What follows belongs to an exercise in optimizing a design on an open flow for small area, a short achievable clock period and few clock cycles; a production flow would make more cautious choices.
The RTL of this run was laid out without a check of its function.
Power figures rest on the tool's default switching activity, not on a simulated workload.

==> design/flow/design.v <==
`default_nettype none
package sps_pkg;
  localparam int MAX_PATTERN_DEF = 16;
  localparam int MAX_TEXT_DEF    = 65536;
  localparam int POS_W     = 16;
  localparam int LEN_W     = 5;
  localparam int CFG_W     = 64;
  localparam int CFG_IDX_W = 3;
  localparam int STATUS_W  = 2;
  localparam int BYTE_W    = 8;
  localparam logic CMD_TEXT = 1'b0;
  localparam logic CMD_END  = 1'b1;
  typedef enum logic [CFG_IDX_W-1:0] {
    CFG_PATTERN_LOW    = 3'd0,
    CFG_PATTERN_HIGH   = 3'd1,
    CFG_PATTERN_LENGTH = 3'd2,
    CFG_SEARCH_BACK    = 3'd3,
    CFG_BOUND_POSITION = 3'd4
  } cfg_idx_e;
  typedef enum logic [STATUS_W-1:0] {
    STATUS_OK        = 2'd0,
    STATUS_BOUND_ERR = 2'd1,
    STATUS_TOO_LONG  = 2'd2
  } status_e;
endpackage
`default_nettype wire
`default_nettype none
module substring_position_search #(
  parameter int MAX_PATTERN = sps_pkg::MAX_PATTERN_DEF,
  parameter int MAX_TEXT    = sps_pkg::MAX_TEXT_DEF
) (
  input  wire logic                          clk_i,
  input  wire logic                          rst_ni,
  input  wire logic                          cfg_we_i,
  input  wire logic [sps_pkg::CFG_IDX_W-1:0] cfg_idx_i,
  input  wire logic [sps_pkg::CFG_W-1:0]     cfg_data_i,
  input  wire logic                          text_valid_i,
  output logic                               text_ready_o,
  input  wire logic                          text_cmd_i,
  input  wire logic [sps_pkg::BYTE_W-1:0]    text_byte_i,
  output logic                               result_valid_o,
  input  wire logic                          result_ready_i,
  output logic                               result_found_o,
  output logic [sps_pkg::POS_W-1:0]          result_position_o,
  output logic [sps_pkg::STATUS_W-1:0]       result_status_o
);
  localparam int CNT_W  = $clog2(MAX_TEXT + 1);
  localparam int POS_W  = sps_pkg::POS_W;
  localparam int LEN_W  = sps_pkg::LEN_W;
  localparam int BYTE_W = sps_pkg::BYTE_W;
  localparam int CMP_W  = (CNT_W > POS_W) ? CNT_W : POS_W;
  logic [sps_pkg::CFG_W-1:0] pat_low_q, pat_high_q;
  logic [LEN_W-1:0]          pat_len_q;
  logic                      backward_q;
  logic [POS_W-1:0]          bound_q;
  logic [BYTE_W-1:0] win_q [MAX_PATTERN];
  logic [CNT_W-1:0]  count_q;
  logic              match_valid_q;
  logic [POS_W-1:0]  match_start_q;
  logic              overflow_q;
  logic                         out_valid_q;
  logic                         found_q;
  logic [POS_W-1:0]             position_q;
  logic [sps_pkg::STATUS_W-1:0] status_q;
  logic                         in_xfer;
  logic                         byte_xfer;
  logic                         end_xfer;
  logic [2*sps_pkg::CFG_W-1:0]  pattern;
  logic [LEN_W-1:0]             len_eff;
  logic [BYTE_W-1:0]            win_new [MAX_PATTERN];
  logic [MAX_PATTERN:1]         hit_len;
  logic                         hit;
  logic                         at_limit;
  logic [CNT_W-1:0]             count_new;
  logic [CNT_W-1:0]             match_begin;
  logic                         take_match;
  logic                         res_found;
  logic [POS_W-1:0]             res_pos;
  sps_pkg::status_e             res_status;
  assign text_ready_o = !out_valid_q || result_ready_i;
  assign in_xfer      = text_valid_i && text_ready_o;
  assign byte_xfer    = in_xfer && (text_cmd_i == sps_pkg::CMD_TEXT);
  assign end_xfer     = in_xfer && (text_cmd_i == sps_pkg::CMD_END);
  assign pattern = {pat_high_q, pat_low_q};
  assign len_eff = (pat_len_q > LEN_W'(MAX_PATTERN)) ? LEN_W'(MAX_PATTERN) : pat_len_q;
  assign at_limit    = (count_q == CNT_W'(MAX_TEXT));
  assign count_new   = count_q + CNT_W'(1);
  assign match_begin = count_new - CNT_W'(len_eff);
  always_comb begin
    win_new[0] = text_byte_i;
    for (int k = 1; k < MAX_PATTERN; k++) begin
      win_new[k] = win_q[k-1];
    end
  end
  always_comb begin
    for (int l = 1; l <= MAX_PATTERN; l++) begin
      hit_len[l] = 1'b1;
      for (int j = 0; j < l; j++) begin
        if (pattern[BYTE_W*j +: BYTE_W] != win_new[l-1-j]) begin
          hit_len[l] = 1'b0;
        end
      end
    end
  end
  always_comb begin
    hit = 1'b0;
    for (int l = 1; l <= MAX_PATTERN; l++) begin
      if (len_eff == LEN_W'(l)) begin
        hit = hit_len[l];
      end
    end
    if (count_new < CNT_W'(len_eff)) begin
      hit = 1'b0;
    end
  end
  always_comb begin
    take_match = 1'b0;
    if (hit) begin
      if (backward_q) begin
        take_match = CMP_W'(count_q) <= CMP_W'(bound_q);
      end else begin
        take_match = !match_valid_q && (CMP_W'(match_begin) >= CMP_W'(bound_q));
      end
    end
  end
  always_comb begin
    res_found  = 1'b0;
    res_pos    = '0;
    res_status = sps_pkg::STATUS_OK;
    if (overflow_q) begin
      res_status = sps_pkg::STATUS_TOO_LONG;
    end else if (backward_q) begin
      if (count_q == '0) begin
        res_found = (len_eff == '0);
      end else if (CMP_W'(bound_q) >= CMP_W'(count_q)) begin
        res_status = sps_pkg::STATUS_BOUND_ERR;
      end else if (len_eff == '0) begin
        res_found = 1'b1;
        res_pos   = bound_q;
      end else if (match_valid_q) begin
        res_found = 1'b1;
        res_pos   = match_start_q;
      end
    end else begin
      if (len_eff == '0) begin
        res_found = 1'b1;
        res_pos   = bound_q;
      end else if (match_valid_q) begin
        res_found = 1'b1;
        res_pos   = match_start_q;
      end
    end
  end
  always_ff @(posedge clk_i or negedge rst_ni) begin
    if (!rst_ni) begin
      pat_low_q  <= '0;
      pat_high_q <= '0;
      pat_len_q  <= '0;
      backward_q <= 1'b0;
      bound_q    <= '0;
    end else if (cfg_we_i) begin
      case (cfg_idx_i)
        sps_pkg::CFG_PATTERN_LOW:    pat_low_q  <= cfg_data_i;
        sps_pkg::CFG_PATTERN_HIGH:   pat_high_q <= cfg_data_i;
        sps_pkg::CFG_PATTERN_LENGTH: pat_len_q  <= cfg_data_i[LEN_W-1:0];
        sps_pkg::CFG_SEARCH_BACK:    backward_q <= cfg_data_i[0];
        sps_pkg::CFG_BOUND_POSITION: bound_q    <= cfg_data_i[POS_W-1:0];
        default: ;
      endcase
    end
  end
  always_ff @(posedge clk_i or negedge rst_ni) begin
    if (!rst_ni) begin
      for (int k = 0; k < MAX_PATTERN; k++) begin
        win_q[k] <= '0;
      end
      count_q       <= '0;
      match_valid_q <= 1'b0;
      match_start_q <= '0;
      overflow_q    <= 1'b0;
    end else if (end_xfer) begin
      for (int k = 0; k < MAX_PATTERN; k++) begin
        win_q[k] <= '0;
      end
      count_q       <= '0;
      match_valid_q <= 1'b0;
      match_start_q <= '0;
      overflow_q    <= 1'b0;
    end else if (byte_xfer && !overflow_q) begin
      if (at_limit) begin
        overflow_q <= 1'b1;
      end else begin
        for (int k = 0; k < MAX_PATTERN; k++) begin
          win_q[k] <= win_new[k];
        end
        count_q <= count_new;
        if (take_match) begin
          match_valid_q <= 1'b1;
          match_start_q <= POS_W'(match_begin);
        end
      end
    end
  end
  always_ff @(posedge clk_i or negedge rst_ni) begin
    if (!rst_ni) begin
      out_valid_q <= 1'b0;
    end else if (end_xfer) begin
      out_valid_q <= 1'b1;
    end else if (result_ready_i) begin
      out_valid_q <= 1'b0;
    end
  end
  always_ff @(posedge clk_i) begin
    if (end_xfer) begin
      found_q    <= res_found;
      position_q <= res_pos;
      status_q   <= res_status;
    end
  end
  assign result_valid_o    = out_valid_q;
  assign result_found_o    = found_q;
  assign result_position_o = position_q;
  assign result_status_o   = status_q;
endmodule
`default_nettype wire
==> design/flow/run.sh <==
#!/bin/bash
# synth_recipe.tcl (not shown) runs the flow's synth.tcl, then flattens the netlist and writes it again
# the make line also repeats each setting of config.mk as NAME=value (left out here)
make -C /OpenROAD-flow-scripts/flow DESIGN_CONFIG=/design/flow/config.mk WORK_HOME=/design/flow/orfs CLKGATE_MAP_FILE= SYNTH_SCRIPT=/design/flow/synth_recipe.tcl finish
==> design/flow/config.mk <==
export PLATFORM = sky130hd
export DESIGN_NAME = substring_position_search
export DESIGN_NICKNAME = substring_position_search
export VERILOG_FILES = /design/flow/design.v
export SDC_FILE = /design/flow/constraint.sdc
export NUM_CORES = 4
export LEC_CHECK = 0
export CAP_MARGIN = 20
export CORE_MARGIN = 2
export CORE_UTILIZATION = 40
export SLEW_MARGIN = 20
==> design/flow/constraint.sdc <==
create_clock -name core_clock -period 6.0 [get_ports {clk_i}]
set_input_delay 1.2000 -clock core_clock [delete_from_list [all_inputs] [get_ports {clk_i}]]
set_output_delay 1.2000 -clock core_clock [all_outputs]
set_load 0.01 [all_outputs]
==> flow_summary.json <==
{
  "cts_buffer_depth": 3,
  "yosysTopAreaCell": "dfrtp_1",
  "grt_max_degree": 116,
  "power_density_nw_per_um2": 339.8,
  "pwr-share-comb_pct": 42.8,
  "dieArea_um2": 70360,
  "yosys_warnings": 3,
  "layout_min_cycle_time_ps": 5289,
  "peakVddDrop_mv": 0.2223,
  "finClkSkew_ps": 40.74,
  "tightest_slew_ps": 1372,
  "worstPathRequired_ps": 6490,
  "htree_levels": 2,
  "clkPwrFrac_pct": 24.7,
  "gp_congestion": 1.144,
  "timing.hold.ws_ps": 512.6,
  "cts_buffers": 41,
  "yosysUniqueCellTypes": 81,
  "syn2layout_area_growth_pct": 13.78,
  "cap_violations": 0,
  "power.leakage_nw": 13.04,
  "pre_cts_ws_ps": 674.7,
  "ant_nets": 0,
  "antenna_found_initial": 7,
  "arrival_ps": 5780,
  "grt_pass1_vias": 24990,
  "wl_per_cell_um": 46.19,
  "initial_utilization_pct": 40.51,
  "internal-power_mw": 5.650,
  "hold_path_class": "reg2reg",
  "cts_resized": 0,
  "mostFrequentLayoutCell": "xor2_1",
  "max_freq_mhz": 189.1,
  "slew_violations": 0,
  "ys_top_cells_by_area": "dfrtp_1 28%, xor2_1 18%, xnor2_1 17%",
  "setup_ws_ps": 711.4,
  "ys.flop_type": "dfrtp_1",
  "yosysSeqAreaShare_pct": 30.14,
  "maxSlewHeadroom_pct": 7.723,
  "cp_max_fo": 16,
  "first_pass_iters": 7,
  "row_count": 95,
  "setup-violations-final": 0,
  "rsz0062_at_grt": "false",
  "die_y_um": 265.3,
  "worstSetupPathType": "reg2reg",
  "swShare_pct": 46.47,
  "vias": 26570,
  "hold_violations": 0,
  "grt_pass1_wl_um": 234100,
  "syn_inst": 2942,
  "drcViolationCount": 0,
  "final_cell_mix": "551 x xor2_1, 528 x xnor2_1, 286 x dfrtp_1",
  "status": "timing/DRC/antenna clean",
  "io_buffers": 101,
  "cts_root_buffer": "clkbuf_16",
  "cts.clk_slew.worst_paths_ps": 60,
  "p_sw_mw": 4.905,
  "syn_nets": 3063,
  "crit_path_end_kind": "flip-flop",
  "post-route-util_pct": 46.09,
  "fin_tns_setup_ps": 0,
  "synth-edff-count": 19,
  "fill_cells": 6490,
  "async_flop_share_pct": 94.15,
  "via_per_inst": 6.892,
  "layout-drive-gt1-share_pct": 15.55,
  "nNetsFinal": 3065,
  "fin_crit_sh_pct": 88.14,
  "post_cts_buffers": 0,
  "finalWirelength_um": 178100,
  "synth_area_um2": 27300,
  "io_pins": 102,
  "grt_util_all_layers_pct": 49.93,
  "detail_route.iter0.violations": 4566,
  "postCtsHoldBufs": 0,
  "chipWidth_um": 265.3,
  "p_seq_share_pct": 32.5,
  "netlist.area_leader.share_pct": 28.05,
  "worstSkewPairLatency_ps": 610,
  "cts_tree": "built",
  "syn_avg_cell_area_um2": 9.280,
  "synth_seq_cells": 325,
  "hpwl_um": 128400,
  "startpoint_type": "flip-flop",
  "core_area_um2": 67400,
  "clock_sinks": 325,
  "grt_overflow": 0
}
-- sequential cells by signal, summed over array words and instances (netlist names) --
name,flops
pat_len_q,5
found_q,1
overflow_q,1
backward_q,1
match_valid_q,1
position_q,16
match_start_q,16
status_q,2
bound_q,16
out_valid_q,1
count_q,17
win_q,120
pat_high_q,64
pat_low_q,64
-- synth_stat cells, types with 10 or more instances --
master    instances
o21ai_0          61
ha_1             39
clkbuf_1        165
edfxtp_1         19
nand2_1         143
mux2i_1          18
nand3_1          24
buf_2           153
o22ai_1          14
inv_1            59
a21oi_1          36
xor2_1          551
dfrtp_1         306
mux2_2          118
a22o_1          121
xnor2_1         530
nor4_1          175
nand2b_1         10
buf_1            39
nor2_1           38
nand4_1         177
nor3_1           20
nor2b_1          12
-- cell families after synthesis --
family / Yosys count / share of synthesized area (%)
XOR/XNOR: 1081 / 34.68
flip-flops: 325 / 30.14
AND/OR/NAND/NOR: 643 / 13.34
adder cells (fa/ha/maj): 41 / 1.897
multiplexers: 136 / 5.527
AO/OA/AOI/OAI: 281 / 7.521
buffers and inverters: 435 / 6.902
-- power groups by stage --
stage	Combinational [mW]	Clock (mW)	Sequential (mW)
floorplan	2.90	0	2.63
global placement	4.24	0	3.38
detailed placement	4.25	0	3.37
CTS	4.28	2.62	3.33
global route	4.62	2.69	3.35
finish	4.52	2.60	3.43
-- metrics by stage --
step / power (mW) / instance area (um2) / instances
floorplan: 5.532 / 27300 / 2942
global placement: 7.611 / 29630 / 3773
detailed placement: 7.617 / 29630 / 3773
CTS: 10.23 / 31010 / 3849
global route: 10.67 / 31050 / 3850
finish: 10.56 / 31060 / 3855
-- routing by layer --
metal | vias up | wire (um) | part of all wire (%) | GRT usage, %
met5 | - | 70 | 0.039 | 0.4851
met4 | 6 | 15920 | 8.9 | 35.81
met3 | 754 | 26600 | 15 | 21.80
met2 | 2470 | 66610 | 37 | 64.98
met1 | 13340 | 68850 | 39 | 64.89
li1 | 9999 | - | - | -
-- layout make-up --
| type | instances | area [um2] | area share (%) |
|---|---|---|---|
| Multi-Input combinational cell | 2182 | 17280 | 55.62 |
| Sequential cell | 325 | 8253 | 26.57 |
| Timing Repair Buffer | 327 | 2800 | 9.015 |
| Clock buffer | 61 | 1191 | 3.835 |
| Tap cell | 873 | 1092 | 3.516 |
| Inverter | 67 | 251.5 | 0.8096 |
| Clock inverter | 15 | 186.4 | 0.6002 |
| Antenna cell | 5 | 12.51 | 0.04028 |
-- worst paths after layout --
path / start / endpoint / slack [ps] / depth (start not counted)
max: win_q[8][7] / match_start_q[11] / 710 / 10
min: win_q[11][3] / win_q[11][3] / 510 / 1
max reg2reg: win_q[8][7] / match_start_q[11] / 710 / 10
min reg2reg: win_q[11][3] / win_q[11][3] / 510 / 1
max in group asynchronous: rst_ni / pat_low_q[23] / 4160 / 2
min in group asynchronous: rst_ni / win_q[8][3] / 580 / 1
-- critical path, stage by stage (launching register included) --
cell      delay [ps]
dfrtp_1          570
xnor2_1          870
nand4_1          570
nor4_2           910
nand2_1          110
o41ai_1          800
o211ai_1         350
a31o_1           330
nor3_4           240
buf_12           200
mux2i_1          200

## port drivers added, routing unchanged
No port has a modelled driver above. Below, the same layout with a new extraction and two added sets of constraints. Step 1 (the two cells are an assumption about what drives the block):
set clk [get_ports {clk_i}]
set_driving_cell -lib_cell sky130_fd_sc_hd__clkbuf_16 $clk
set_driving_cell -lib_cell sky130_fd_sc_hd__buf_2 [delete_from_list [all_inputs] $clk]
Step 2 times the ports against the registers' clock, not the clock port: input delays grow and output delays shrink by t, the midpoint of the rising clock arrivals with the driver on. a / b / c = no drivers / after step 1 / after step 2; a / b = the first two.
t, ns: 0.651
setup slack, ns: 0.711 / 0.711 / 0.280
worst register clock-pin slew, ns: 0.08 / 0.08
After both steps setup and hold are still met in this run. For this run, drivers alone change the setup slack by 0.000 ns; drivers and shift together by -0.431 ns.
